Background: an optimization exercise with open tools, aiming at small area, a short achievable clock period and few clock cycles per item. Do not read the settings as production practice. No run shown here included a check of the RTL's function; only the layout flow was run. Power figures rest on the tool's default switching activity, not on a simulated workload.

==> flow/design.v, too long to show whole: its modules and the start of the top module <==
// module conv_pool_unit: 1476 lines
// module csa_fa: 11 lines
// module cnn_layer_top: 169 lines
module cnn_layer_top
(
    input  logic        clk,
    input  logic        reset,
    input  logic [15:0] i_rd_base,
    input  logic [15:0] i_wr_base,
    output logic [15:0] o_rd_addr1,
    output logic [15:0] o_rd_addr2,
    input  logic [7:0]  i_rd_data1,
    input  logic [7:0]  i_rd_data2,
    output logic        o_wr_en,
    output logic [15:0] o_wr_addr,
    output logic [7:0]  o_wr_data,
    output logic        o_done
);
  // ...
==> flow/run.sh <==
#!/bin/bash
# synth_recipe.tcl (not shown) runs the flow's synth.tcl, then flattens the netlist and writes it again
# the make line also repeats each setting of config.mk as NAME=value (left out here)
make -C /OpenROAD-flow-scripts/flow DESIGN_CONFIG=/design/flow/config.mk WORK_HOME=/design/flow/orfs CLKGATE_MAP_FILE= SYNTH_SCRIPT=/design/flow/synth_recipe.tcl finish
==> flow/config.mk <==
export PLATFORM = sky130hd
export DESIGN_NAME = cnn_layer_top
export DESIGN_NICKNAME = cnn_layer_top
export VERILOG_FILES = /design/flow/design.v
export SDC_FILE = /design/flow/constraint.sdc
export NUM_CORES = 4
export LEC_CHECK = 0
export CAP_MARGIN = 80
export CORE_MARGIN = 2
export CORE_UTILIZATION = 40
export SLEW_MARGIN = 80
export SYNTH_HIERARCHICAL = 1
==> flow/constraint.sdc <==
create_clock -name core_clock -period 12.0 [get_ports {clk}]
set_input_delay 2.4000 -clock core_clock [delete_from_list [all_inputs] [get_ports {clk}]]
set_output_delay 2.4000 -clock core_clock [all_outputs]
set_load 0.01 [all_outputs]
==> results by group, run 1 <==
Outcome
  • Status: complete, no violations

Power
  • Top Consumer: combinational cells
  • P_seq: 3010 uW

Floorplan
  • Core Footprint: 115900 um^2
  • Die width: 345.2 um

Setup path
  • CP required: 12.52 ns
  • CP Max Fanout: 3
  • CP endpoint kind: register
  • Critical path's most frequent cell: fa_1
  • CP endpoint: u_lane_b.o_big
  • Worst path cell trace: fa_1 -> fa_1 -> fa_1 -> inv_1 -> ha_1 -> a21o_1 -> a211oi_4 -> a21oi_4 -> a41o_1 -> or2_2 -> fa_1 -> xnor2_1 -> nand4b_1 -> nor4_2 -> a41oi_1
  • Slowest stage cell, crit path: fa_1

Detailed routing
  • Met2 WL post-DR: 68.52 mm
  • WL final: 149.4 mm
  • M1 WL: 55.85 mm

Synth
  • Syn Area/Cell: 11.89 um^2
  • Flops & latches, synth: 601
  • Yosys Warn Count: 26

CTS
  • Max Buffers Root-to-Sink: 3
  • Total CTS buffers: 70
  • Post-CTS setup repair buffer count: 0

STA
  • Final Hold Vio Count: 0
  • Fin Setup TNS: 0 ns
  • Setup ws final: 7.324 ns

Finish
  • Storage element area: 13200 um^2
  • Commonest non-fill, non-tap cell in the layout: fa_1
  • Max FFs per register: 168
  • Multi-input gate area: 32940 um^2
  • ANT cells: 1

Global routing
  • Met3 track utilization from global routing: 0.07890
  • Met2 Track Usage GR: 0.4055
  • Largest net degree at the start of global routing: 45

Placed design
  • DP Worst Slack: 7.216 ns
  • Post-DP HPWL: 120.3 mm
==> module cnn_layer_top, before the edit <==
module cnn_layer_top
(
    input  logic        clk,
    input  logic        reset,
    input  logic [15:0] i_rd_base,
    input  logic [15:0] i_wr_base,
    output logic [15:0] o_rd_addr1,
    output logic [15:0] o_rd_addr2,
    input  logic [7:0]  i_rd_data1,
    input  logic [7:0]  i_rd_data2,
    output logic        o_wr_en,
    output logic [15:0] o_wr_addr,
    output logic [7:0]  o_wr_data,
    output logic        o_done
);
    logic [5:0]  t;
    logic [5:0]  t_next;
    logic [7:0]  w [0:8];
    logic [15:0] sr [0:10];
    logic [7:0]  tap_top [0:2];
    logic [7:0]  tap_m0  [0:2];
    logic [7:0]  tap_m1  [0:2];
    logic [7:0]  tap_bot [0:2];
    logic [6:0]  clamp_a, clamp_b;
    logic [6:0]  low_a, low_b;
    logic        neg_a, neg_b, big_a, big_b;
    logic [1:0]  wr_pipe;
    logic [6:0]  pool_sr [0:3];
    logic [6:0]  pair_max;
    logic [6:0]  pool_out;
    logic [1:0]  wr_row;
    assign t_next = reset ? 6'd0 : ((t == 6'd63) ? t : t + 6'd1);
    always_ff @(posedge clk)
    begin
        t <= t_next;
    end
    logic [15:0] d1, d2;
    always_comb
    begin
        if (t < 6'd4)
        begin
            d1 = 16'd2;
            d2 = (t == 6'd3) ? 16'd1 : 16'd2;
        end
        else if (t == 6'd4)
        begin
            d1 = 16'd1;
            d2 = 16'd9;
        end
        else if (t >= 6'd36)
        begin
            d1 = 16'd0;
            d2 = 16'd0;
        end
        else if (t[1:0] == 2'd0)
        begin
            d1 = -16'd47;
            d2 = -16'd47;
        end
        else
        begin
            d1 = 16'd16;
            d2 = 16'd16;
        end
    end
    always_ff @(posedge clk)
    begin
        if (reset)
        begin
            o_rd_addr1 <= i_rd_base;
            o_rd_addr2 <= i_rd_base + 16'd1;
        end
        else
        begin
            o_rd_addr1 <= o_rd_addr1 + d1;
            o_rd_addr2 <= o_rd_addr2 + d2;
        end
    end
    always_ff @(posedge clk)
    begin
        for (int k = 0; k < 9; k++)
        begin
            if (t == 6'(k / 2 + 1))
                w[k] <= (k % 2 == 0) ? i_rd_data1 : i_rd_data2;
        end
    end
    always_ff @(posedge clk)
    begin
        sr[0] <= ((t >= 6'd1 && t <= 6'd5) || t >= 6'd38) ? 16'd0 : {i_rd_data2, i_rd_data1};
        for (int k = 1; k < 11; k++)
            sr[k] <= sr[k-1];
    end
    logic [7:0] wa_top [0:2];
    logic [7:0] wb_bot [0:2];
    logic       nr0, nr3;
    assign nr0 = (t_next[1:0] == 2'd0);
    assign nr3 = (t_next[1:0] == 2'd3);
    always_ff @(posedge clk)
    begin
        for (int j = 0; j < 3; j++)
        begin
            wa_top[j] <= nr0 ? 8'd0 : w[j];
            wb_bot[j] <= nr3 ? 8'd0 : w[6+j];
        end
    end
    for (genvar j = 0; j < 3; j++)
    begin : g_win
        assign tap_top[j] = sr[4*j+2][15:8];
        assign tap_m0[j]  = sr[4*j+1][7:0];
        assign tap_m1[j]  = sr[4*j+1][15:8];
        assign tap_bot[j] = sr[4*j][7:0];
    end
    conv_pool_unit u_lane_a (
        .clk (clk),
        .w0 (wa_top[2]), .w1 (wa_top[1]), .w2 (wa_top[0]),
        .w3 (w[5]), .w4 (w[4]), .w5 (w[3]),
        .w6 (w[8]), .w7 (w[7]), .w8 (w[6]),
        .x0 (tap_top[0]), .x1 (tap_top[1]), .x2 (tap_top[2]),
        .x3 (tap_m0[0]),  .x4 (tap_m0[1]),  .x5 (tap_m0[2]),
        .x6 (tap_m1[0]),  .x7 (tap_m1[1]),  .x8 (tap_m1[2]),
        .o_low (low_a), .o_neg (neg_a), .o_big (big_a)
    );
    conv_pool_unit u_lane_b (
        .clk (clk),
        .w0 (w[2]), .w1 (w[1]), .w2 (w[0]),
        .w3 (w[5]), .w4 (w[4]), .w5 (w[3]),
        .w6 (wb_bot[2]), .w7 (wb_bot[1]), .w8 (wb_bot[0]),
        .x0 (tap_m0[0]),  .x1 (tap_m0[1]),  .x2 (tap_m0[2]),
        .x3 (tap_m1[0]),  .x4 (tap_m1[1]),  .x5 (tap_m1[2]),
        .x6 (tap_bot[0]), .x7 (tap_bot[1]), .x8 (tap_bot[2]),
        .o_low (low_b), .o_neg (neg_b), .o_big (big_b)
    );
    always_ff @(posedge clk)
    begin
        wr_pipe <= {wr_pipe[0], (t >= 6'd12) && (t <= 6'd43) && !t[2]};
    end
    assign clamp_a = neg_a ? 7'd0 : (big_a ? 7'd127 : low_a);
    assign clamp_b = neg_b ? 7'd0 : (big_b ? 7'd127 : low_b);
    assign pair_max = (clamp_a > clamp_b) ? clamp_a : clamp_b;
    assign pool_out = (pair_max > pool_sr[3]) ? pair_max : pool_sr[3];
    always_ff @(posedge clk)
    begin
        pool_sr[0] <= pair_max;
        for (int k = 1; k < 4; k++)
            pool_sr[k] <= pool_sr[k-1];
        o_wr_data <= {1'b0, pool_out};
    end
    always_ff @(posedge clk)
    begin
        if (reset)
        begin
            o_wr_en   <= 1'b0;
            o_done    <= 1'b0;
            o_wr_addr <= i_wr_base;
            wr_row    <= '0;
        end
        else
        begin
            o_wr_en <= wr_pipe[1];
            if (t == 6'd45)
                o_done <= 1'b1;
            if (o_wr_en)
            begin
                wr_row    <= wr_row + 2'd1;
                o_wr_addr <= o_wr_addr + ((wr_row == 2'd3) ? -16'd11 : 16'd4);
            end
        end
    end
endmodule
==> run 2: changes to the inputs <==
--- a/flow/design.v
+++ b/flow/design.v
@@ -1296,17 +1296,17 @@
     assign nd[97] = nc_f[478];
     assign nd[98] = nc_h[16];
     assign nd[99] = nc_f[434];
     always_ff @(posedge clk)
     begin
         nq      <= nd;
         o_low   <= s[6:0];
         o_neg   <= s[18];
-        o_big   <= !s[18] && (|s[17:7]);
+        o_big   <= !s[18] && !hz;
     end
     assign na[0] = ns_h[20];
     assign nb[0] = ns_f[479];
     assign na[1] = nc_h[20];
     assign nb[1] = ns_f[527];
     assign na[2] = nc_f[527];
     assign nb[2] = ns_f[528];
     assign na[3] = nc_f[528];
@@ -1450,16 +1450,18 @@
     assign p3_15 = p2_15 & p2_7;
     assign g4_16 = g[16] | (p[16] & g3_15);
     assign p4_16 = p[16] & p3_15;
     assign g4_17 = g0_17 | (p0_17 & g3_15);
     assign p4_17 = p0_17 & p3_15;
     assign g4_18 = g1_18 | (p1_18 & g3_15);
     assign p4_18 = p1_18 & p3_15;
     assign s[0] = p[0];
+    logic hz;
+    assign hz = ~(p[7] ^ g2_6) & ~((p[8] ^ ~(na[7] & nb[7])) | (p[9] ^ ~(na[8] & nb[8])) | (p[10] ^ ~(na[9] & nb[9])) | (p[11] ^ ~(na[10] & nb[10])) | (p[12] ^ ~(na[11] & nb[11])) | (p[13] ^ ~(na[12] & nb[12])) | (p[14] ^ ~(na[13] & nb[13])) | (p[15] ^ ~(na[14] & nb[14])) | (p[16] ^ ~(na[15] & nb[15])) | (p[17] ^ ~(na[16] & nb[16])));
     assign s[1] = p[1] ^ g[0];
     assign s[2] = p[2] ^ g0_1;
     assign s[3] = p[3] ^ g1_2;
     assign s[4] = p[4] ^ g1_3;
     assign s[5] = p[5] ^ g2_4;
     assign s[6] = p[6] ^ g2_5;
     assign s[7] = p[7] ^ g2_6;
     assign s[8] = p[8] ^ g2_7;
@@ -1495,161 +1497,134 @@
     output logic [15:0] o_rd_addr2,
     input  logic [7:0]  i_rd_data1,
     input  logic [7:0]  i_rd_data2,
     output logic        o_wr_en,
     output logic [15:0] o_wr_addr,
     output logic [7:0]  o_wr_data,
     output logic        o_done
 );
-    logic [5:0]  t;
-    logic [5:0]  t_next;
-    logic [7:0]  w [0:8];
-    logic [15:0] sr [0:10];
-    logic [7:0]  tap_top [0:2];
-    logic [7:0]  tap_m0  [0:2];
-    logic [7:0]  tap_m1  [0:2];
-    logic [7:0]  tap_bot [0:2];
-    logic [6:0]  clamp_a, clamp_b;
-    logic [6:0]  low_a, low_b;
-    logic        neg_a, neg_b, big_a, big_b;
-    logic [1:0]  wr_pipe;
+    logic [6:0]  t;
+    logic [6:0]  t_next;
+    logic [7:0]  w  [0:8];
+    logic [7:0]  mw [0:8];
+    logic [7:0]  sr [0:18];
+    logic [6:0]  low;
+    logic        neg, big;
+    logic [6:0]  clamp;
+    logic [6:0]  clamp_q;
     logic [6:0]  pool_sr [0:3];
     logic [6:0]  pair_max;
     logic [6:0]  pool_out;
     logic [1:0]  wr_row;
-    assign t_next = reset ? 6'd0 : ((t == 6'd63) ? t : t + 6'd1);
+    logic [1:0]  ph_pipe;
+    logic [1:0]  col_pipe;
+    assign t_next = reset ? 7'd0 : ((t == 7'd127) ? t : t + 7'd1);
     always_ff @(posedge clk)
     begin
         t <= t_next;
     end
-    logic [15:0] d1, d2;
-    always_comb
-    begin
-        if (t < 6'd4)
-        begin
-            d1 = 16'd2;
-            d2 = (t == 6'd3) ? 16'd1 : 16'd2;
-        end
-        else if (t == 6'd4)
-        begin
-            d1 = 16'd1;
-            d2 = 16'd9;
-        end
-        else if (t >= 6'd36)
-        begin
-            d1 = 16'd0;
-            d2 = 16'd0;
-        end
-        else if (t[1:0] == 2'd0)
-        begin
-            d1 = -16'd47;
-            d2 = -16'd47;
-        end
-        else
-        begin
-            d1 = 16'd16;
-            d2 = 16'd16;
-        end
-    end
     always_ff @(posedge clk)
     begin
         if (reset)
         begin
-            o_rd_addr1 <= i_rd_base;
-            o_rd_addr2 <= i_rd_base + 16'd1;
+            o_rd_addr1 <= i_rd_base + 16'd9;
+            o_rd_addr2 <= i_rd_base;
         end
         else
         begin
-            o_rd_addr1 <= o_rd_addr1 + d1;
-            o_rd_addr2 <= o_rd_addr2 + d2;
+            if (t < 7'd63)
+                o_rd_addr1 <= o_rd_addr1 + ((t[2:0] == 3'd7) ? -16'd55 : 16'd8);
+            if (t < 7'd8)
+                o_rd_addr2 <= o_rd_addr2 + 16'd1;
         end
     end
     always_ff @(posedge clk)
     begin
         for (int k = 0; k < 9; k++)
         begin
-            if (t == 6'(k / 2 + 1))
-                w[k] <= (k % 2 == 0) ? i_rd_data1 : i_rd_data2;
+            if (t == 7'(k + 1))
+                w[k] <= i_rd_data2;
         end
     end
     always_ff @(posedge clk)
     begin
-        sr[0] <= ((t >= 6'd1 && t <= 6'd5) || t >= 6'd38) ? 16'd0 : {i_rd_data2, i_rd_data1};
-        for (int k = 1; k < 11; k++)
+        sr[0] <= i_rd_data1;
+        for (int k = 1; k < 19; k++)
             sr[k] <= sr[k-1];
     end
-    logic [7:0] wa_top [0:2];
-    logic [7:0] wb_bot [0:2];
-    logic       nr0, nr3;
-    assign nr0 = (t_next[1:0] == 2'd0);
-    assign nr3 = (t_next[1:0] == 2'd3);
+    logic [6:0] kn;
+    logic       pr0, pr7, pc0, pc7;
+    assign kn  = t_next - 7'd11;
+    assign pr0 = (kn[2:0] == 3'd0);
+    assign pr7 = (kn[2:0] == 3'd7);
+    assign pc0 = (kn[5:3] == 3'd0);
+    assign pc7 = (kn[5:3] == 3'd7);
     always_ff @(posedge clk)
     begin
-        for (int j = 0; j < 3; j++)
-        begin
-            wa_top[j] <= nr0 ? 8'd0 : w[j];
-            wb_bot[j] <= nr3 ? 8'd0 : w[6+j];
-        end
+        mw[0] <= (pr0 || pc0) ? 8'd0 : w[0];
+        mw[1] <= pr0          ? 8'd0 : w[1];
+        mw[2] <= (pr0 || pc7) ? 8'd0 : w[2];
+        mw[3] <= pc0          ? 8'd0 : w[3];
+        mw[5] <= pc7          ? 8'd0 : w[5];
+        mw[6] <= (pr7 || pc0) ? 8'd0 : w[6];
+        mw[7] <= pr7          ? 8'd0 : w[7];
+        mw[8] <= (pr7 || pc7) ? 8'd0 : w[8];
     end
-    for (genvar j = 0; j < 3; j++)
-    begin : g_win
-        assign tap_top[j] = sr[4*j+2][15:8];
-        assign tap_m0[j]  = sr[4*j+1][7:0];
-        assign tap_m1[j]  = sr[4*j+1][15:8];
-        assign tap_bot[j] = sr[4*j][7:0];
-    end
-    conv_pool_unit u_lane_a (
-        .clk (clk),
-        .w0 (wa_top[2]), .w1 (wa_top[1]), .w2 (wa_top[0]),
-        .w3 (w[5]), .w4 (w[4]), .w5 (w[3]),
-        .w6 (w[8]), .w7 (w[7]), .w8 (w[6]),
-        .x0 (tap_top[0]), .x1 (tap_top[1]), .x2 (tap_top[2]),
-        .x3 (tap_m0[0]),  .x4 (tap_m0[1]),  .x5 (tap_m0[2]),
-        .x6 (tap_m1[0]),  .x7 (tap_m1[1]),  .x8 (tap_m1[2]),
-        .o_low (low_a), .o_neg (neg_a), .o_big (big_a)
-    );
-    conv_pool_unit u_lane_b (
+    assign mw[4] = w[4];
+    conv_pool_unit u_lane (
         .clk (clk),
-        .w0 (w[2]), .w1 (w[1]), .w2 (w[0]),
-        .w3 (w[5]), .w4 (w[4]), .w5 (w[3]),
-        .w6 (wb_bot[2]), .w7 (wb_bot[1]), .w8 (wb_bot[0]),
-        .x0 (tap_m0[0]),  .x1 (tap_m0[1]),  .x2 (tap_m0[2]),
-        .x3 (tap_m1[0]),  .x4 (tap_m1[1]),  .x5 (tap_m1[2]),
-        .x6 (tap_bot[0]), .x7 (tap_bot[1]), .x8 (tap_bot[2]),
-        .o_low (low_b), .o_neg (neg_b), .o_big (big_b)
+        .w0 (mw[0]), .w1 (mw[1]), .w2 (mw[2]),
+        .w3 (mw[3]), .w4 (mw[4]), .w5 (mw[5]),
+        .w6 (mw[6]), .w7 (mw[7]), .w8 (mw[8]),
+        .x0 (sr[18]), .x1 (sr[10]), .x2 (sr[2]),
+        .x3 (sr[17]), .x4 (sr[9]),  .x5 (sr[1]),
+        .x6 (sr[16]), .x7 (sr[8]),  .x8 (sr[0]),
+        .o_low (low), .o_neg (neg), .o_big (big)
     );
+    logic kn_c_odd;
+    logic [6:0] kc;
+    assign kc       = t - 7'd11;
+    assign kn_c_odd = kc[3];
     always_ff @(posedge clk)
     begin
-        wr_pipe <= {wr_pipe[0], (t >= 6'd12) && (t <= 6'd43) && !t[2]};
+        ph_pipe  <= {ph_pipe[0], (t >= 7'd11) && (t <= 7'd74) && (t[0] == 1'b0)};
+        col_pipe <= {col_pipe[0], kn_c_odd};
     end
-    assign clamp_a = neg_a ? 7'd0 : (big_a ? 7'd127 : low_a);
-    assign clamp_b = neg_b ? 7'd0 : (big_b ? 7'd127 : low_b);
-    assign pair_max = (clamp_a > clamp_b) ? clamp_a : clamp_b;
-    assign pool_out = (pair_max > pool_sr[3]) ? pair_max : pool_sr[3];
+    assign clamp = neg ? 7'd0 : (big ? 7'd127 : low);
+    logic gt_cp, gt_cs, gt_ps;
+    assign gt_cp    = clamp > clamp_q;
+    assign gt_cs    = clamp > pool_sr[3];
+    assign gt_ps    = clamp_q > pool_sr[3];
+    assign pair_max = gt_cp ? clamp : clamp_q;
+    assign pool_out = (gt_cp && gt_cs) ? clamp : ((!gt_cp && gt_ps) ? clamp_q : pool_sr[3]);
     always_ff @(posedge clk)
     begin
-        pool_sr[0] <= pair_max;
-        for (int k = 1; k < 4; k++)
-            pool_sr[k] <= pool_sr[k-1];
+        clamp_q <= clamp;
+        if (ph_pipe[1])
+        begin
+            pool_sr[0] <= pair_max;
+            for (int k = 1; k < 4; k++)
+                pool_sr[k] <= pool_sr[k-1];
+        end
         o_wr_data <= {1'b0, pool_out};
     end
     always_ff @(posedge clk)
     begin
         if (reset)
         begin
             o_wr_en   <= 1'b0;
             o_done    <= 1'b0;
             o_wr_addr <= i_wr_base;
             wr_row    <= '0;
         end
         else
         begin
-            o_wr_en <= wr_pipe[1];
-            if (t == 6'd45)
+            o_wr_en <= ph_pipe[1] && col_pipe[1];
+            if (t == 7'd76)
                 o_done <= 1'b1;
             if (o_wr_en)
             begin
                 wr_row    <= wr_row + 2'd1;
                 o_wr_addr <= o_wr_addr + ((wr_row == 2'd3) ? -16'd11 : 16'd4);
             end
         end
     end
==> flow/config.mk (replaced) <==
export PLATFORM = sky130hd
export DESIGN_NAME = cnn_layer_top
export DESIGN_NICKNAME = cnn_layer_top
export VERILOG_FILES = /design/flow/design.v
export SDC_FILE = /design/flow/constraint.sdc
export NUM_CORES = 4
export LEC_CHECK = 0
export CAP_MARGIN = 20
export CORE_MARGIN = 2
export CORE_UTILIZATION = 40
export SLEW_MARGIN = 20
export SYNTH_HIERARCHICAL = 1
==> run 2 against run 1 <==
Effect of this change: clock power decreased by about 20%; sequential cell count decreased by 99; sequential share of layout area is 9.1 points higher; total power shrank 40%; hold slack improved by 0.0021 ns; non-clock buffer count decreased by 286; largest power group unchanged.
==> results by group, run 2 <==
Outcome
  • Status: complete, no violations

Synth
  • Top FF cell, synth: dfxtp_1
  • Flops & latches, synth: 502 (-16%)
  • Most common cell in the netlist: fa_1
  • Synth top cells by count: 541 x fa_1, 492 x nand2_1, 354 x dfxtp_1
  • Netlist cell types: 84
  • Post-synth EDFFs: 148
  • Sequential cell area fraction in the yosys report: 0.3750
  • Syn Area/Cell: 12.14 um^2 (+2.1%)
  • Mapped Cells: 2533
  • Syn_nets: 3212
  • Cell area after synthesis: 30750 um^2
  • Area leader, netlist: fa_1
  • Asr flop ratio synth: 0
  • Yosys Warn Count: 18 (-31%)
  • Top cells by area, synth: fa_1 35%, dfxtp_1 23%, edfxtp_1 14%
  • Synth top area share: 0.3522

Finish
  • P&R area growth vs syn: 13.16%
  • Post-Layout Cell Count: 3703
  • Regs by FF count: sr: 152 flops, u_lane.nq: 100 flops, w: 72 flops
  • Biggest register: sr
  • Max FFs per register: 152 (-9.5%)
  • Commonest non-fill, non-tap cell in the layout: fa_1
  • Number of filler cells placed in the layout: 6948
  • Share of post-route cells with drive strength above 1: 0.05501
  • Commonest non-fill, non-tap cells in the layout: 541 x fa_1, 492 x nand2_1, 354 x dfxtp_1, 186 x and2_1, 148 x edfxtp_1
  • Nets: 3304

Floorplan
  • Full die area: 79110 um^2
  • Number of I/O pins: 108
  • Chip height: 281.3 um
  • Die width: 281.3 um (-19%)
  • Core Footprint: 76080 um^2 (-34%)
  • Starting Density: 0.4042
  • # rows: 101

Setup path
  • CP endpoint: o_wr_addr[4]
  • CP required: 9.60 ns (-2.92 ns)
  • Slowest stage delay, CP: 0.65 ns
  • CP endpoint kind: primary output
  • Family with the most delay on the worst path: flip-flops
  • Worst setup SP type: register
  • Reg2Reg Depth: 7
  • Reg-to-reg endpoint: u_lane.nq[53]
  • Reg2reg setup slack: 7.70 ns
  • Crit path from: o_wr_addr[4]
  • Worst Path Buf+Inv: 1
  • CP Max Fanout: 12 (+9)
  • RR Startpoint: mw[5][2]
  • Worst path cell trace: clkdlybuf4s50_1
  • Arr. time, crit path: 1.92 ns
  • Slowest stage cell, crit path: edfxtp_1
  • Crit. path cell count: 1
  • Crit Path Class: register to primary output

CTS
  • Clock sink count: 502
  • Post-CTS resize count: 0
  • CTS root buf: clkbuf_16
  • Hold-fix buffers, CTS: 0
  • H-tree Lvls: 2
  • CTS tree: yes
  • Clock transition at the registers of the reported paths: 0.06 ns
  • Total CTS buffers: 55 (-21%)
  • Max Buffers Root-to-Sink: 3 (unchanged)
  • Clock latency on the worst-skew pair: 0.64 ns
  • Post-CTS setup repair buffer count: 0 (unchanged)

Detailed routing
  • Met2 WL post-DR: 46.26 mm (-32%)
  • Drt drc: 0
  • Antenna-violating nets left: 0
  • Drt pass-1 iters: 5
  • WL final: 96.91 mm (-35%)
  • Vias per cell: 5.333
  • Initial DRC count: 1571
  • Top Metal Used: met4
  • Met3 Routed Length: 6.940 mm
  • Via count: 19750
  • M1 WL: 37.94 mm (-32%)
  • Drt wl/cell: 26.17 um

STA
  • Slew @ Worst Pin: 1.053 ns
  • Fin Setup TNS: 0 ns (unchanged)
  • Final Max Tran Viols: 0
  • Final Hold Vio Count: 0 (unchanged)
  • Final setup violating endpoints: 0
  • Tcrit/Tclk final: 0.3602
  • Minimum clock period: 4.323 ns
  • Max_slew headroom: 0.2975
  • RSZ-0062 raised after global routing: no
  • Max Clk Rate: 231.3 MHz
  • Fin Clk Skew: 0.05717 ns

Power
  • Sw Share: 0.4260
  • Clock share of power: 0.179
  • Maximum vdd drop: 0.0003618 V
  • Int Power: 5587 uW
  • Switching power: 4148 uW
  • Reg power frac: 0.243
  • Logic pwr share: 0.578
  • Power per cell area: 279.8 nW/um^2
  • P_leak: 0.01314 uW

Global routing
  • Initial antenna violation count: 2
  • Total track usage: 0.2524
  • First-pass GRT wire length: 142.9 mm
  • Largest net degree at the start of global routing: 82 (+82%)
  • Vias in the first global route: 21810
  • Gr ovfl total: 0

Worst hold path
  • Hold Path Class: register to register

Placed design
  • Port bufs: 106
  • Gp weighted congestion: 0.9594
  • Post-DP HPWL: 74.61 mm (-38%)
  • Dpl cells: 3597

Flow run
  • Max cap viols: 0
run 2: how the worst min path moves through the flow:
stage / endpoint / start / slack [ns] / depth (start not counted)
2_1_floorplan: col_pipe[1] / col_pipe[0] / 0.31 / 0
3_3_place_gp: sr[5][3] / sr[4][3] / 0.31 / 0
3_5_place_dp: ph_pipe[1] / ph_pipe[0] / 0.31 / 0
4_1_cts: sr[16][7] / sr[15][7] / 0.32 / 0
5_1_grt: sr[16][7] / sr[15][7] / 0.32 / 0
6_report: sr[16][7] / sr[15][7] / 0.32 / 0
run 2: per-stage QoR:
step                total power (uW)  instance area, um^2  hold slack, ns  setup WS (ns)    util
finish                          9735                34800          0.3204          7.677  0.4574
global placement                7915                32860          0.3098          7.094  0.4320
floorplan                       6103                30750          0.3096          7.712       -
detailed placement              8048                32860          0.3121          7.111  0.4320
global route                   10580                34800          0.3246          7.540  0.4574
CTS                             9842                34780          0.3234          7.635  0.4572
run 2: cell type report:
type	count	area, um^2	area share
Multi-Input combinational cell	1815	18390	0.5285
Sequential cell	502	11530	0.3314
Clock buffer	79	1609	0.04624
Tap cell	1030	1289	0.03703
Timing Repair Buffer	124	1191	0.03423
Inverter	127	476.7	0.01370
Clock inverter	25	309.0	0.008881
Antenna cell	1	2.502	0.00007191
run 2: routing by layer:
layer,vias to the layer above,track usage
li1,8340,-
met1,10240,0.3100
met2,898,0.4211
met3,269,0.05296
met4,0,0.1279
met5,-,0
run 2: cells by family after synthesis:
kind of cell / share of synthesized area
multiplexers: 0.008015
XOR/XNOR: 0.02335
adder cells (fa/ha/maj): 0.3880
flip-flops: 0.3750
AO/OA/AOI/OAI: 0.03833
AND/OR/NAND/NOR: 0.1399
buffers and inverters: 0.02730
other: 0.0001219
run 2: Yosys stat by module (local to each module, per instance):
| module | cell area (um^2) | flip-flops and latches |
|---|---|---|
| csa_fa | 20.02 | 0 |
| conv_pool_unit | 6347 | 109 |
| cnn_layer_top | 13630 | 393 |
run 2: power groups by stage:
stage	clock [uW]	combinational [uW]	sequential [uW]
after floorplan	0	3830	2270
after global placement	0	5530	2390
after detailed placement	0	5660	2390
after CTS	1790	5700	2360
after global routing	1850	6340	2390
final	1740	5630	2360

[separate check: timing with driven ports]
In the flow no input, the clock included, has a driving cell. The finished layouts below were timed again as built, in two steps.
Step 1, drivers: a clkbuf_16 drives clk and a buf_2 each remaining input, both assumed.
Step 2 times the ports against the registers' clock, not the clock port: input delays grow and output delays shrink by t, the midpoint of the rising clock arrivals with the driver on.
Three values: no drivers, after step 1, after step 2; two values: the first two.
run | t (ns) | setup WS [ns] | hold WS [ns] | slew at the worst register clock pin (ns) | pins driven straight from the clock port
run 1 | 0.726 | 7.324 / 7.324 / 7.324 | 0.318 / 0.318 / 0.318 | 0.07 / 0.07 | 1
run 2 | 0.679 | 7.677 / 7.613 / 7.154 | 0.320 / 0.320 / 0.320 | 0.07 / 0.07 | 1
After both steps every run listed still meets setup and hold. The setup slack of run 2, which loses most, moves by -0.064 ns with the drivers and by -0.523 ns with both steps.
